From an optimization exercise on the open Yosys and OpenROAD flow, aimed at small area; shortcuts taken in it are not production practice. Function was checked by simulation only, so behaviour that the tests miss may differ from the original. Power is estimated from default activity; no workload was simulated.

==> fjord: inputs <==
==> flow/design.v <==
module assoc_metadata #(
   parameter int NUM_SETS       = 16,
   parameter int SET_SIZE       = 4,
   parameter int NUM_WAYS       = 4,
   parameter int TAG_SIZE       = 28,
   parameter int READ_ONLY      = 0,
   parameter int PERF_CNT_WIDTH = 32,
   localparam int WAY_BITS      = $clog2(NUM_WAYS)
) (
   input  logic                clk,
   input  logic                reset,
   input  logic [SET_SIZE-1:0] set,
   input  logic [TAG_SIZE-1:0] tag,
   input  logic                lookup,
   input  logic                clear_selected_valid_bit,
   input  logic                finish_new_line_install,
   input  logic                set_selected_dirty_bit,
   input  logic                clear_selected_dirty_bit,
   input  logic                invalidate_all_req,
   output logic                valid_block_match,
   output logic [WAY_BITS-1:0] hit_way,
   output logic [WAY_BITS-1:0] victim_way,
   output logic [TAG_SIZE-1:0] victim_tag,
   output logic                victim_valid_dirty,
   output logic                invalidate_busy
);
   logic                busy_q;
   logic [SET_SIZE-1:0] cnt_q;
   logic                phase_q;
   logic [TAG_SIZE-1:0] tag_q   [NUM_SETS][NUM_WAYS];    
   logic [NUM_WAYS-1:0] valid_q [NUM_SETS];
   logic [NUM_WAYS-1:0] dirty_q [NUM_SETS];
   logic [2:0]          plru_q  [NUM_SETS];
   logic [NUM_SETS-1:0] sel, sel_n;
   logic [TAG_SIZE-1:0] col;                             
   logic [TAG_SIZE-1:0] way_qn [NUM_WAYS];                
   logic [NUM_WAYS-1:0] valid_set, dirty_set, match;
   logic [2:0]          plru_set;
   logic [WAY_BITS-1:0] hw, inv_way, plru_way, vw, touch_way;
   logic                busy, hit, all_valid, install, touch, dirty_op, dirty_val, dirty_wval;
   logic [NUM_WAYS-1:0] vw_oh, hw_oh, pw_n, inst_w, clr_w, dop_w;
   logic                tch_n, tch_lo_n, tch_hi_n;
   assign busy = busy_q;
   assign col  = tag ^ {TAG_SIZE{phase_q}};
   always_comb
      for (int s = 0; s < NUM_SETS; s++) sel[s] = set == SET_SIZE'(s);
   assign sel_n = ~sel;
   for (genvar w = 0; w < NUM_WAYS; w++) begin : g_rd
      logic [NUM_SETS*TAG_SIZE-1:0] words;
      for (genvar s = 0; s < NUM_SETS; s++) begin : g_s
         assign words[s*TAG_SIZE +: TAG_SIZE] = tag_q[s][w];
      end
      assoc_metadata_read_way #(.W(TAG_SIZE), .N(NUM_SETS)) u_rd (
         .words(words), .sel_n(sel_n), .q_n(way_qn[w]));
   end
   logic [10:0] meta_set_n;
   for (genvar i = 0; i < 11; i++) begin : g_meta
      logic [NUM_SETS-1:0] col_bits;
      for (genvar s = 0; s < NUM_SETS; s++) begin : g_s
         assign col_bits[s] = i < 4 ? valid_q[s][i % 4] : i < 8 ? dirty_q[s][i % 4] : plru_q[s][i - 8];
      end
      assoc_metadata_read_bit #(.N(NUM_SETS)) u_bit (.d(col_bits), .sel_n(sel_n), .q_n(meta_set_n[i]));
   end
   assign valid_set = ~meta_set_n[3:0];
   assign dirty_set = ~meta_set_n[7:4];
   assign plru_set  = ~meta_set_n[10:8];
   always_comb
      for (int w = 0; w < NUM_WAYS; w++)
         match[w] = valid_set[w] && &(way_qn[w] ^ col);
   assign hit = !busy && |match;
   assign hw  = match[0] ? 2'd0 : match[1] ? 2'd1 : match[2] ? 2'd2 : 2'd3;
   assign hit_way           = hit ? hw : 2'd0;
   assign valid_block_match = hit;
   assign all_valid = &valid_set;
   assign inv_way   = !valid_set[0] ? 2'd0 : !valid_set[1] ? 2'd1 : !valid_set[2] ? 2'd2 : 2'd3;
   assign plru_way  = {plru_set[0], plru_set[0] ? plru_set[2] : plru_set[1]};
   assign vw        = all_valid ? plru_way : inv_way;
   assign victim_way = vw;
   always_comb
      for (int w = 0; w < NUM_WAYS; w++) pw_n[w] = plru_way != WAY_BITS'(w);
   for (genvar b = 0; b < TAG_SIZE; b++) begin : g_vt
      logic qn_sel;
      assoc_metadata_sel4 u_sel (
         .x({way_qn[3][b], way_qn[2][b], way_qn[1][b], way_qn[0][b]}), .s_n(pw_n), .y(qn_sel));
      assign victim_tag[b] = !(qn_sel ^ phase_q);
   end
   assign victim_valid_dirty = READ_ONLY == 0 && all_valid && dirty_set[plru_way];
   assign invalidate_busy    = busy;
   assign install    = !busy && !clear_selected_valid_bit && finish_new_line_install;
   assign touch      = install || (lookup && hit);
   assign touch_way  = install ? vw : hw;
   assign dirty_op   = !clear_selected_valid_bit && !finish_new_line_install && hit &&
                       (clear_selected_dirty_bit || set_selected_dirty_bit);
   assign dirty_val  = !clear_selected_dirty_bit && READ_ONLY == 0;
   assign dirty_wval = !install && dirty_val;           
   assign tch_n      = !touch;
   assign tch_lo_n   = !(touch && !touch_way[1]);
   assign tch_hi_n   = !(touch && touch_way[1]);
   always_comb
      for (int w = 0; w < NUM_WAYS; w++) begin
         vw_oh[w]  = vw == WAY_BITS'(w);
         hw_oh[w]  = hw == WAY_BITS'(w);
         inst_w[w] = install && vw_oh[w];
         clr_w[w]  = clear_selected_valid_bit && hit && hw_oh[w];
         dop_w[w]  = dirty_op && hw_oh[w];
      end
   always_ff @(posedge clk or posedge reset)
      if (reset) phase_q <= 1'b0;
      else       phase_q <= !phase_q;
   for (genvar s = 0; s < NUM_SETS; s++) begin : g_set
      for (genvar w = 0; w < NUM_WAYS; w++) begin : g_way
         logic keep_n, load_n, valid_d, dirty_en;
         assoc_metadata_line_ctl u_ctl (
            .sel(sel[s]), .inst(inst_w[w]), .clr(clr_w[w]), .dop(dop_w[w]), .busy(busy),
            .valid(valid_q[s][w]), .load_n(load_n), .keep_n(keep_n), .valid_d(valid_d),
            .dirty_en(dirty_en));
         logic [TAG_SIZE-1:0] tag_d;
         assoc_metadata_tag_row #(.W(TAG_SIZE)) u_row (
            .q(tag_q[s][w]), .col(col), .keep_n(keep_n), .load_n(load_n), .d(tag_d));
         always_ff @(posedge clk)
            tag_q[s][w] <= tag_d;
         always_ff @(posedge clk or posedge reset)
            if (reset) valid_q[s][w] <= 1'b0;
            else       valid_q[s][w] <= valid_d;
         always_ff @(posedge clk)
            if (dirty_en) dirty_q[s][w] <= dirty_wval;
      end
      logic [2:0] plru_en;
      assoc_metadata_plru_ctl u_pctl (
         .sel_n(sel_n[s]), .tch_n(tch_n), .tch_lo_n(tch_lo_n), .tch_hi_n(tch_hi_n), .en(plru_en));
      always_ff @(posedge clk) begin
         if (plru_en[0]) plru_q[s][0] <= !touch_way[1];
         if (plru_en[1]) plru_q[s][1] <= !touch_way[0];
         if (plru_en[2]) plru_q[s][2] <= !touch_way[0];
      end
   end
   always_ff @(posedge clk or posedge reset)
      if (reset) begin
         busy_q <= 1'b0;
         cnt_q  <= '0;
      end else if (busy) begin
         cnt_q <= cnt_q + 1'b1;
         if (cnt_q == SET_SIZE'(NUM_SETS - 1)) busy_q <= 1'b0;
      end else if (invalidate_all_req) begin
         busy_q <= 1'b1;
      end
endmodule
module assoc_metadata_line_ctl (
   input  logic sel,         
   input  logic inst,        
   input  logic clr,         
   input  logic dop,         
   input  logic busy,
   input  logic valid,
   output logic load_n,
   output logic keep_n,
   output logic valid_d,
   output logic dirty_en
);
   assign load_n   = !(sel && inst);
   assign keep_n   = !(load_n && valid);
   assign valid_d  = !load_n || (valid && !(sel && clr) && !busy);
   assign dirty_en = !load_n || (sel && dop);
endmodule
module assoc_metadata_plru_ctl (
   input  logic       sel_n,
   input  logic       tch_n,
   input  logic       tch_lo_n,
   input  logic       tch_hi_n,
   output logic [2:0] en
);
   assign en = {!(sel_n || tch_hi_n), !(sel_n || tch_lo_n), !(sel_n || tch_n)};
endmodule
module assoc_metadata_sel4 (
   input  logic [3:0] x,
   input  logic [3:0] s_n,
   output logic       y
);
   logic [1:0] pair_n;
   assoc_metadata_oai22 u_p0 (.a1(s_n[0]), .a2(x[0]), .b1(s_n[1]), .b2(x[1]), .y(pair_n[0]));
   assoc_metadata_oai22 u_p1 (.a1(s_n[2]), .a2(x[2]), .b1(s_n[3]), .b2(x[3]), .y(pair_n[1]));
   assign y = !(pair_n[0] || pair_n[1]);
endmodule
module assoc_metadata_tag_row #(
   parameter int W = 28
) (
   input  logic [W-1:0] q,
   input  logic [W-1:0] col,
   input  logic         keep_n,
   input  logic         load_n,
   output logic [W-1:0] d
);
   for (genvar b = 0; b < W; b++) begin : g_b
      assoc_metadata_oai22 u_bit (.a1(q[b]), .a2(keep_n), .b1(col[b]), .b2(load_n), .y(d[b]));
   end
endmodule
module assoc_metadata_read_way #(
   parameter int W = 28,
   parameter int N = 16
) (
   input  logic [N*W-1:0] words,
   input  logic [N-1:0]   sel_n,
   output logic [W-1:0]   q_n
);
   for (genvar b = 0; b < W; b++) begin : g_b
      logic [N-1:0] col;
      for (genvar s = 0; s < N; s++) begin : g_s
         assign col[s] = words[s*W + b];
      end
      assoc_metadata_read_bit #(.N(N)) u_bit (.d(col), .sel_n(sel_n), .q_n(q_n[b]));
   end
endmodule
module assoc_metadata_read_bit #(
   parameter int N = 16
) (
   input  logic [N-1:0] d,
   input  logic [N-1:0] sel_n,
   output logic         q_n
);
   logic [N/2-1:0] pair_n;    
   for (genvar p = 0; p < N / 2; p++) begin : g_p
      assoc_metadata_oai22 u_pair (
         .a1(sel_n[2*p]), .a2(d[2*p]), .b1(sel_n[2*p+1]), .b2(d[2*p+1]), .y(pair_n[p]));
   end
   assoc_metadata_or_tree #(.N(N / 2)) u_or (.a(pair_n), .y(q_n));
endmodule
module assoc_metadata_or_tree #(
   parameter int N = 8
) (
   input  logic [N-1:0] a,
   output logic         y
);
   assign y = |a;
endmodule
module assoc_metadata_oai22 (
   input  logic a1,
   input  logic a2,
   input  logic b1,
   input  logic b2,
   output logic y
);
   assign y = ~((a1 | a2) & (b1 | b2));
endmodule
==> flow/run.sh <==
#!/bin/bash
# synth_recipe.tcl (not shown) runs the flow's synth.tcl, then flattens the netlist and writes it again
# the make line also repeats each setting of config.mk as NAME=value (left out here)
make -C /OpenROAD-flow-scripts/flow DESIGN_CONFIG=/design/flow/config.mk WORK_HOME=/design/flow/orfs CLKGATE_MAP_FILE= SYNTH_SCRIPT=/design/flow/synth_recipe.tcl finish
==> flow/config.mk <==
export PLATFORM = sky130hd
export DESIGN_NAME = assoc_metadata
export DESIGN_NICKNAME = assoc_metadata
export VERILOG_FILES = /design/flow/design.v
export SDC_FILE = /design/flow/constraint.sdc
export NUM_CORES = 4
export LEC_CHECK = 0
export CAP_MARGIN = 20
export CORE_MARGIN = 2
export CORE_UTILIZATION = 40
export CTS_CLUSTER_DIAMETER = 90
export CTS_CLUSTER_SIZE = 26
export PLACE_DENSITY = 0.45
export SLEW_MARGIN = 20
export SYNTH_HIERARCHICAL = 1
export SYNTH_MINIMUM_KEEP_SIZE = 0
==> flow/constraint.sdc <==
create_clock -name core_clock -period 12.0 [get_ports {clk}]
set_input_delay 2.4000 -clock core_clock [delete_from_list [all_inputs] [get_ports {clk}]]
set_output_delay 2.4000 -clock core_clock [all_outputs]
set_load 0.01 [all_outputs]
==> inputs of tundra, as changes to fjord <==
==> flow/design.v, changed modules only <==
module assoc_metadata #(
   parameter int NUM_SETS       = 16,
   parameter int SET_SIZE       = 4,
   parameter int NUM_WAYS       = 4,
   parameter int TAG_SIZE       = 28,
   parameter int READ_ONLY      = 0,
   parameter int PERF_CNT_WIDTH = 32,
   localparam int WAY_BITS      = $clog2(NUM_WAYS)
) (
   input  logic                clk,
   input  logic                reset,
   input  logic [SET_SIZE-1:0] set,
   input  logic [TAG_SIZE-1:0] tag,
   input  logic                lookup,
   input  logic                clear_selected_valid_bit,
   input  logic                finish_new_line_install,
   input  logic                set_selected_dirty_bit,
   input  logic                clear_selected_dirty_bit,
   input  logic                invalidate_all_req,
   output logic                valid_block_match,
   output logic [WAY_BITS-1:0] hit_way,
   output logic [WAY_BITS-1:0] victim_way,
   output logic [TAG_SIZE-1:0] victim_tag,
   output logic                victim_valid_dirty,
   output logic                invalidate_busy
);
   logic                busy_q;
   logic [SET_SIZE-1:0] cnt_q;
   logic                phase_q;
   logic [TAG_SIZE-1:0] tag_q   [NUM_SETS][NUM_WAYS];    
   logic [NUM_WAYS-1:0] valid_q [NUM_SETS];
   logic [NUM_WAYS-1:0] dirty_q [NUM_SETS];
   logic [2:0]          plru_q  [NUM_SETS];
   logic [NUM_SETS-1:0] sel, sel_n;
   logic [TAG_SIZE-1:0] col;                             
   logic [TAG_SIZE-1:0] way_qn [NUM_WAYS];                
   logic [NUM_WAYS-1:0] valid_set, dirty_set, match;
   logic [2:0]          plru_set;
   logic [WAY_BITS-1:0] hw, inv_way, plru_way, vw, touch_way;
   logic                busy, hit, all_valid, install, touch, dirty_op, dirty_val, dirty_wval;
   logic [NUM_WAYS-1:0] vw_oh, hw_oh, pw_n, inst_w, clr_w, dop_w, dw_n;
   logic                tch_n, tch_lo_n, tch_hi_n;
   assign busy = busy_q;
   assign col  = tag ^ {TAG_SIZE{phase_q}};
   always_comb
      for (int s = 0; s < NUM_SETS; s++) sel[s] = set == SET_SIZE'(s);
   assign sel_n = ~sel;
   for (genvar w = 0; w < NUM_WAYS; w++) begin : g_rd
      logic [NUM_SETS*TAG_SIZE-1:0] words;
      for (genvar s = 0; s < NUM_SETS; s++) begin : g_s
         assign words[s*TAG_SIZE +: TAG_SIZE] = tag_q[s][w];
      end
      assoc_metadata_read_way #(.W(TAG_SIZE), .N(NUM_SETS)) u_rd (
         .words(words), .sel_n(sel_n), .q_n(way_qn[w]));
   end
   logic [10:0] meta_set_n;
   for (genvar i = 0; i < 11; i++) begin : g_meta
      logic [NUM_SETS-1:0] col_bits;
      for (genvar s = 0; s < NUM_SETS; s++) begin : g_s
         assign col_bits[s] = i < 4 ? valid_q[s][i % 4] : i < 8 ? dirty_q[s][i % 4] : plru_q[s][i - 8];
      end
      assoc_metadata_read_bit #(.N(NUM_SETS)) u_bit (.d(col_bits), .sel_n(sel_n), .q_n(meta_set_n[i]));
   end
   assign valid_set = ~meta_set_n[3:0];
   assign dirty_set = ~meta_set_n[7:4];
   assign plru_set  = ~meta_set_n[10:8];
   always_comb
      for (int w = 0; w < NUM_WAYS; w++)
         match[w] = valid_set[w] && &(way_qn[w] ^ col);
   assign hit = !busy && |match;
   assign hw  = match[0] ? 2'd0 : match[1] ? 2'd1 : match[2] ? 2'd2 : 2'd3;
   assign hit_way           = hit ? hw : 2'd0;
   assign valid_block_match = hit;
   assign all_valid = &valid_set;
   assign inv_way   = !valid_set[0] ? 2'd0 : !valid_set[1] ? 2'd1 : !valid_set[2] ? 2'd2 : 2'd3;
   assign plru_way  = {plru_set[0], plru_set[0] ? plru_set[2] : plru_set[1]};
   assign vw        = all_valid ? plru_way : inv_way;
   assign victim_way = vw;
   always_comb
      for (int w = 0; w < NUM_WAYS; w++) pw_n[w] = plru_way != WAY_BITS'(w);
   for (genvar b = 0; b < TAG_SIZE; b++) begin : g_vt
      logic qn_sel;
      assoc_metadata_sel4 u_sel (
         .x({way_qn[3][b], way_qn[2][b], way_qn[1][b], way_qn[0][b]}), .s_n(pw_n), .y(qn_sel));
      assign victim_tag[b] = !(qn_sel ^ phase_q);
   end
   assign victim_valid_dirty = READ_ONLY == 0 && all_valid && dirty_set[plru_way];
   assign invalidate_busy    = busy;
   assign install    = !busy && !clear_selected_valid_bit && finish_new_line_install;
   assign touch      = install || (lookup && hit);
   assign touch_way  = install ? vw : hw;
   assign dirty_op   = !clear_selected_valid_bit && !finish_new_line_install && hit &&
                       (clear_selected_dirty_bit || set_selected_dirty_bit);
   assign dirty_val  = !clear_selected_dirty_bit && READ_ONLY == 0;
   assign dirty_wval = !install && dirty_val;           
   assign tch_n      = !touch;
   assign tch_lo_n   = !(touch && !touch_way[1]);
   assign tch_hi_n   = !(touch && touch_way[1]);
   always_comb
      for (int w = 0; w < NUM_WAYS; w++) begin
         vw_oh[w]  = vw == WAY_BITS'(w);
         hw_oh[w]  = hw == WAY_BITS'(w);
         inst_w[w] = install && vw_oh[w];
         clr_w[w]  = clear_selected_valid_bit && hit && hw_oh[w];
         dop_w[w]  = dirty_op && hw_oh[w];
         dw_n[w]   = !(inst_w[w] || dop_w[w]);
      end
   always_ff @(posedge clk or posedge reset)
      if (reset) phase_q <= 1'b0;
      else       phase_q <= !phase_q;
   for (genvar s = 0; s < NUM_SETS; s++) begin : g_set
      for (genvar w = 0; w < NUM_WAYS; w++) begin : g_way
         logic [1:0] keep_n, load_n;
         logic valid_d, dirty_en;
         assoc_metadata_line_ctl u_ctl (
            .sel(sel[s]), .sel_n(sel_n[s]), .inst(inst_w[w]), .clr(clr_w[w]), .dw_n(dw_n[w]),
            .busy_n(!busy),
            .valid(valid_q[s][w]), .load_n(load_n), .keep_n(keep_n), .valid_d(valid_d),
            .dirty_en(dirty_en));
         logic [TAG_SIZE-1:0] tag_d;
         assoc_metadata_tag_row #(.W(TAG_SIZE / 2)) u_row0 (
            .q(tag_q[s][w][TAG_SIZE/2-1:0]), .col(col[TAG_SIZE/2-1:0]), .keep_n(keep_n[0]),
            .load_n(load_n[0]), .d(tag_d[TAG_SIZE/2-1:0]));
         assoc_metadata_tag_row #(.W(TAG_SIZE - TAG_SIZE / 2)) u_row1 (
            .q(tag_q[s][w][TAG_SIZE-1:TAG_SIZE/2]), .col(col[TAG_SIZE-1:TAG_SIZE/2]),
            .keep_n(keep_n[1]), .load_n(load_n[1]), .d(tag_d[TAG_SIZE-1:TAG_SIZE/2]));
         always_ff @(posedge clk)
            tag_q[s][w] <= tag_d;
         always_ff @(posedge clk or posedge reset)
            if (reset) valid_q[s][w] <= 1'b0;
            else       valid_q[s][w] <= valid_d;
         always_ff @(posedge clk)
            if (dirty_en) dirty_q[s][w] <= dirty_wval;
      end
      logic [2:0] plru_en;
      assoc_metadata_plru_ctl u_pctl (
         .sel_n(sel_n[s]), .tch_n(tch_n), .tch_lo_n(tch_lo_n), .tch_hi_n(tch_hi_n), .en(plru_en));
      always_ff @(posedge clk) begin
         if (plru_en[0]) plru_q[s][0] <= !touch_way[1];
         if (plru_en[1]) plru_q[s][1] <= !touch_way[0];
         if (plru_en[2]) plru_q[s][2] <= !touch_way[0];
      end
   end
   always_ff @(posedge clk or posedge reset)
      if (reset) begin
         busy_q <= 1'b0;
         cnt_q  <= '0;
      end else if (busy) begin
         cnt_q <= cnt_q + 1'b1;
         if (cnt_q == SET_SIZE'(NUM_SETS - 1)) busy_q <= 1'b0;
      end else if (invalidate_all_req) begin
         busy_q <= 1'b1;
      end
endmodule
module assoc_metadata_line_ctl (
   input  logic sel,         
   input  logic sel_n,       
   input  logic inst,        
   input  logic clr,         
   input  logic dw_n,        
   input  logic busy_n,
   input  logic valid,
   output logic [1:0] load_n,   
   output logic [1:0] keep_n,
   output logic valid_d,
   output logic dirty_en
);
   logic clr_n, hold_n;
   assoc_metadata_nand2 u_load0 (.a(sel), .b(inst), .y(load_n[0]));
   assoc_metadata_nand2 u_load1 (.a(sel), .b(inst), .y(load_n[1]));
   assoc_metadata_nand2 u_keep0 (.a(load_n[0]), .b(valid), .y(keep_n[0]));
   assoc_metadata_nand2 u_keep1 (.a(load_n[1]), .b(valid), .y(keep_n[1]));
   assoc_metadata_nand2 u_clr (.a(sel), .b(clr), .y(clr_n));
   assoc_metadata_nand3 u_hold (.a(valid), .b(clr_n), .c(busy_n), .y(hold_n));
   assoc_metadata_nand2 u_vd (.a(load_n[0]), .b(hold_n), .y(valid_d));
   assoc_metadata_nor2 u_den (.a(sel_n), .b(dw_n), .y(dirty_en));
endmodule
module assoc_metadata_nand2 (
   input  logic a,
   input  logic b,
   output logic y
);
   assign y = !(a && b);
endmodule
module assoc_metadata_nand3 (
   input  logic a,
   input  logic b,
   input  logic c,
   output logic y
);
   assign y = !(a && b && c);
endmodule
module assoc_metadata_nor2 (
   input  logic a,
   input  logic b,
   output logic y
);
   assign y = !(a || b);
endmodule
- CAP_MARGIN: 20 -> 10
- CORE_UTILIZATION: 40 -> 70
- PLACE_DENSITY: 0.45 -> 0.75
- SLEW_MARGIN: 20 -> 10
==> inputs of pepper, as changes to fjord <==
==> flow/design.v, changed modules only <==
module assoc_metadata #(
   parameter int NUM_SETS       = 16,
   parameter int SET_SIZE       = 4,
   parameter int NUM_WAYS       = 4,
   parameter int TAG_SIZE       = 28,
   parameter int READ_ONLY      = 0,
   parameter int PERF_CNT_WIDTH = 32,
   localparam int WAY_BITS      = $clog2(NUM_WAYS)
) (
   input  logic                clk,
   input  logic                reset,
   input  logic [SET_SIZE-1:0] set,
   input  logic [TAG_SIZE-1:0] tag,
   input  logic                lookup,
   input  logic                clear_selected_valid_bit,
   input  logic                finish_new_line_install,
   input  logic                set_selected_dirty_bit,
   input  logic                clear_selected_dirty_bit,
   input  logic                invalidate_all_req,
   output logic                valid_block_match,
   output logic [WAY_BITS-1:0] hit_way,
   output logic [WAY_BITS-1:0] victim_way,
   output logic [TAG_SIZE-1:0] victim_tag,
   output logic                victim_valid_dirty,
   output logic                invalidate_busy
);
   logic                busy_q;
   logic [SET_SIZE-1:0] cnt_q;
   logic                phase_q;
   logic [TAG_SIZE-1:0] tag_q   [NUM_SETS][NUM_WAYS];    
   logic [NUM_WAYS-1:0] valid_q [NUM_SETS];
   logic [NUM_WAYS-1:0] dirty_q [NUM_SETS];
   logic [2:0]          plru_q  [NUM_SETS];
   logic [NUM_SETS-1:0] sel;
   logic [TAG_SIZE-1:0] col;                             
   logic [TAG_SIZE-1:0] way_q [NUM_WAYS];                 
   logic [TAG_SIZE-1:0] way_qn [NUM_WAYS];
   logic [NUM_WAYS-1:0] valid_set, dirty_set, match;
   logic [2:0]          plru_set;
   logic [WAY_BITS-1:0] hw, inv_way, plru_way, vw, touch_way;
   logic                busy, hit, all_valid, install, touch, dirty_op, dirty_val;
   logic [NUM_WAYS-1:0] vw_oh, hw_oh;
   assign busy = busy_q;
   assign col  = tag ^ {TAG_SIZE{phase_q}};
   always_comb
      for (int s = 0; s < NUM_SETS; s++) sel[s] = set == SET_SIZE'(s);
   for (genvar w = 0; w < NUM_WAYS; w++) begin : g_rd
      logic [NUM_SETS*TAG_SIZE-1:0] words;
      for (genvar s = 0; s < NUM_SETS; s++) begin : g_s
         assign words[s*TAG_SIZE +: TAG_SIZE] = tag_q[s][w];
      end
      assoc_metadata_read_way #(.W(TAG_SIZE), .N(NUM_SETS)) u_rd (
         .words(words), .sel_n(~sel), .q_n(way_qn[w]));
      assign way_q[w] = ~way_qn[w];
   end
   logic [10:0] meta_set_n;
   for (genvar i = 0; i < 11; i++) begin : g_meta
      logic [NUM_SETS-1:0] col_bits;
      for (genvar s = 0; s < NUM_SETS; s++) begin : g_s
         assign col_bits[s] = i < 4 ? valid_q[s][i % 4] : i < 8 ? dirty_q[s][i % 4] : plru_q[s][i - 8];
      end
      assoc_metadata_read_bit #(.N(NUM_SETS)) u_bit (.d(col_bits), .sel_n(~sel), .q_n(meta_set_n[i]));
   end
   assign valid_set = ~meta_set_n[3:0];
   assign dirty_set = ~meta_set_n[7:4];
   assign plru_set  = ~meta_set_n[10:8];
   always_comb
      for (int w = 0; w < NUM_WAYS; w++)
         match[w] = valid_set[w] && (way_q[w] == col);
   assign hit = !busy && |match;
   assign hw  = match[0] ? 2'd0 : match[1] ? 2'd1 : match[2] ? 2'd2 : 2'd3;
   assign hit_way           = hit ? hw : 2'd0;
   assign valid_block_match = hit;
   assign all_valid = &valid_set;
   assign inv_way   = !valid_set[0] ? 2'd0 : !valid_set[1] ? 2'd1 : !valid_set[2] ? 2'd2 : 2'd3;
   assign plru_way  = {plru_set[0], plru_set[0] ? plru_set[2] : plru_set[1]};
   assign vw        = all_valid ? plru_way : inv_way;
   assign victim_way = vw;
   assign victim_tag         = way_q[plru_way] ^ {TAG_SIZE{phase_q}};
   assign victim_valid_dirty = READ_ONLY == 0 && all_valid && dirty_set[plru_way];
   assign invalidate_busy    = busy;
   assign install   = !busy && !clear_selected_valid_bit && finish_new_line_install;
   assign touch     = install || (lookup && hit);
   assign touch_way = install ? vw : hw;
   assign dirty_op  = !clear_selected_valid_bit && !finish_new_line_install && hit &&
                      (clear_selected_dirty_bit || set_selected_dirty_bit);
   assign dirty_val = !clear_selected_dirty_bit && READ_ONLY == 0;
   always_comb
      for (int w = 0; w < NUM_WAYS; w++) begin
         vw_oh[w] = vw == WAY_BITS'(w);
         hw_oh[w] = hw == WAY_BITS'(w);
      end
   always_ff @(posedge clk or posedge reset)
      if (reset) phase_q <= 1'b0;
      else       phase_q <= !phase_q;
   for (genvar s = 0; s < NUM_SETS; s++) begin : g_set
      for (genvar w = 0; w < NUM_WAYS; w++) begin : g_way
         logic we, keep_n, load_n;
         assign we     = install && sel[s] && vw_oh[w];
         assign load_n = !we;
         assign keep_n = we || !valid_q[s][w];
         logic [TAG_SIZE-1:0] tag_d;
         assoc_metadata_tag_row #(.W(TAG_SIZE)) u_row (
            .q(tag_q[s][w]), .col(col), .keep_n(keep_n), .load_n(load_n), .d(tag_d));
         always_ff @(posedge clk)
            tag_q[s][w] <= tag_d;
         always_ff @(posedge clk or posedge reset)
            if (reset)
               valid_q[s][w] <= 1'b0;
            else if (busy)
               valid_q[s][w] <= 1'b0;
            else if (sel[s] && clear_selected_valid_bit && hit && hw_oh[w])
               valid_q[s][w] <= 1'b0;
            else if (we)
               valid_q[s][w] <= 1'b1;
         always_ff @(posedge clk)
            if (we)
               dirty_q[s][w] <= 1'b0;
            else if (sel[s] && dirty_op && hw_oh[w])
               dirty_q[s][w] <= dirty_val;
      end
      always_ff @(posedge clk)
         if (sel[s] && touch) begin
            plru_q[s][0] <= !touch_way[1];
            if (!touch_way[1]) plru_q[s][1] <= !touch_way[0];
            else               plru_q[s][2] <= !touch_way[0];
         end
   end
   always_ff @(posedge clk or posedge reset)
      if (reset) begin
         busy_q <= 1'b0;
         cnt_q  <= '0;
      end else if (busy) begin
         cnt_q <= cnt_q + 1'b1;
         if (cnt_q == SET_SIZE'(NUM_SETS - 1)) busy_q <= 1'b0;
      end else if (invalidate_all_req) begin
         busy_q <= 1'b1;
      end
endmodule
// module assoc_metadata_line_ctl removed
// module assoc_metadata_plru_ctl removed
// module assoc_metadata_sel4 removed
- CAP_MARGIN: 20 -> 0
- CORE_UTILIZATION: 40 -> 60
- PLACE_DENSITY: 0.45 -> 0.65
- SLEW_MARGIN: 20 -> 0
==> comparison <==
- Against pepper, the total power of tundra is lower by 0.45%.
- Between fjord and tundra, the lower critical path depth is in tundra (gap 1).
- Between pepper and fjord, the lower clock skew is in pepper (gap 29 ps).
- In clock power, tundra and pepper hardly differ.
- Wire length: fjord > pepper > tundra.
- First-iteration DRC count, lowest first: fjord, pepper, tundra.
- The highest count of clock-buffer cells in the layout belongs to tundra, the lowest to pepper.
- Utilization, lowest first: fjord, pepper, tundra.
- Synthesized area, lowest first: tundra, fjord, pepper.
==> figures <==
	pepper	tundra	fjord
Number of violations reported at the end of detailed-routing iteration 0	9,575	11,603	7,518
Count of fill cells added during filler insertion	8,922	6,368	15,690
Count of clock buffers in the final design	108	119	117
1st-pass router iterations	7	9	8
Clk network pwr share	0.304	0.305	0.325
Area of the die	115,000 µm²	97,100 µm²	169,000 µm²
Total number of cells along the worst setup path	14	14	15
Synthesis Warnings	18	16	16
Post-synthesis sequential area ratio	0.600	0.619	0.618
DIE HEIGHT	339 µm	312 µm	411 µm
Pin count of the biggest net entering global routing	80	76	65
Seq pwr share	0.582	0.589	0.556
Layout cell share with drive strength beyond 1	0.0593	0.0422	0.0955
Status	complete, no violations	complete, no violations	complete, no violations
Worst setup path end	victim_tag[27]	hit_way[1]	valid_block_match
Synthesized-area fraction occupied by ao, oa, aoi and oai cells	0.297	0.279	0.297
Post-Route Utilization	0.670	0.776	0.464
Final worst path period share	0.914	0.916	0.972
Multi-input combinational area share	0.357	0.352	0.333
Fraction of met2 tracks used by global routing	0.659	0.696	0.509

-- re-timing with driven ports --
No port has a modelled driver above. Below, the same layouts with a new extraction and two added sets of constraints.
Step 1 (the two cells are an assumption about what drives the block):
set clk [get_ports {clk}]
set_driving_cell -lib_cell sky130_fd_sc_hd__clkbuf_16 $clk
set_driving_cell -lib_cell sky130_fd_sc_hd__buf_2 [delete_from_list [all_inputs] $clk]
Step 2 moves the port delays by t, midway between the first and last clock arrival at a register: inputs arrive t later, outputs are due t later. That takes back most of the time a late clock gives input paths.
Slacks: no drivers / after step 1 / after step 2; pairs: no drivers / after step 1.
| run | t, ns | setup WS [ns] | worst hold slack (ns) | worst setup path after step 2 |
|---|---|---|---|---|
| fjord | 0.846 | 0.337 / 0.301 / 0.301 | 0.447 / 0.447 / 0.447 | input to output |
| tundra | 0.806 | 1.013 / 0.988 / 0.988 | 0.448 / 0.448 / 0.448 | input to output |
| pepper | 0.804 | 1.029 / 1.004 / 1.004 | 0.447 / 0.447 / 0.447 | input to output |
After both steps every run listed still meets setup and hold. The setup slack of fjord, which loses most, moves by -0.036 ns with the drivers and by -0.036 ns with both steps.
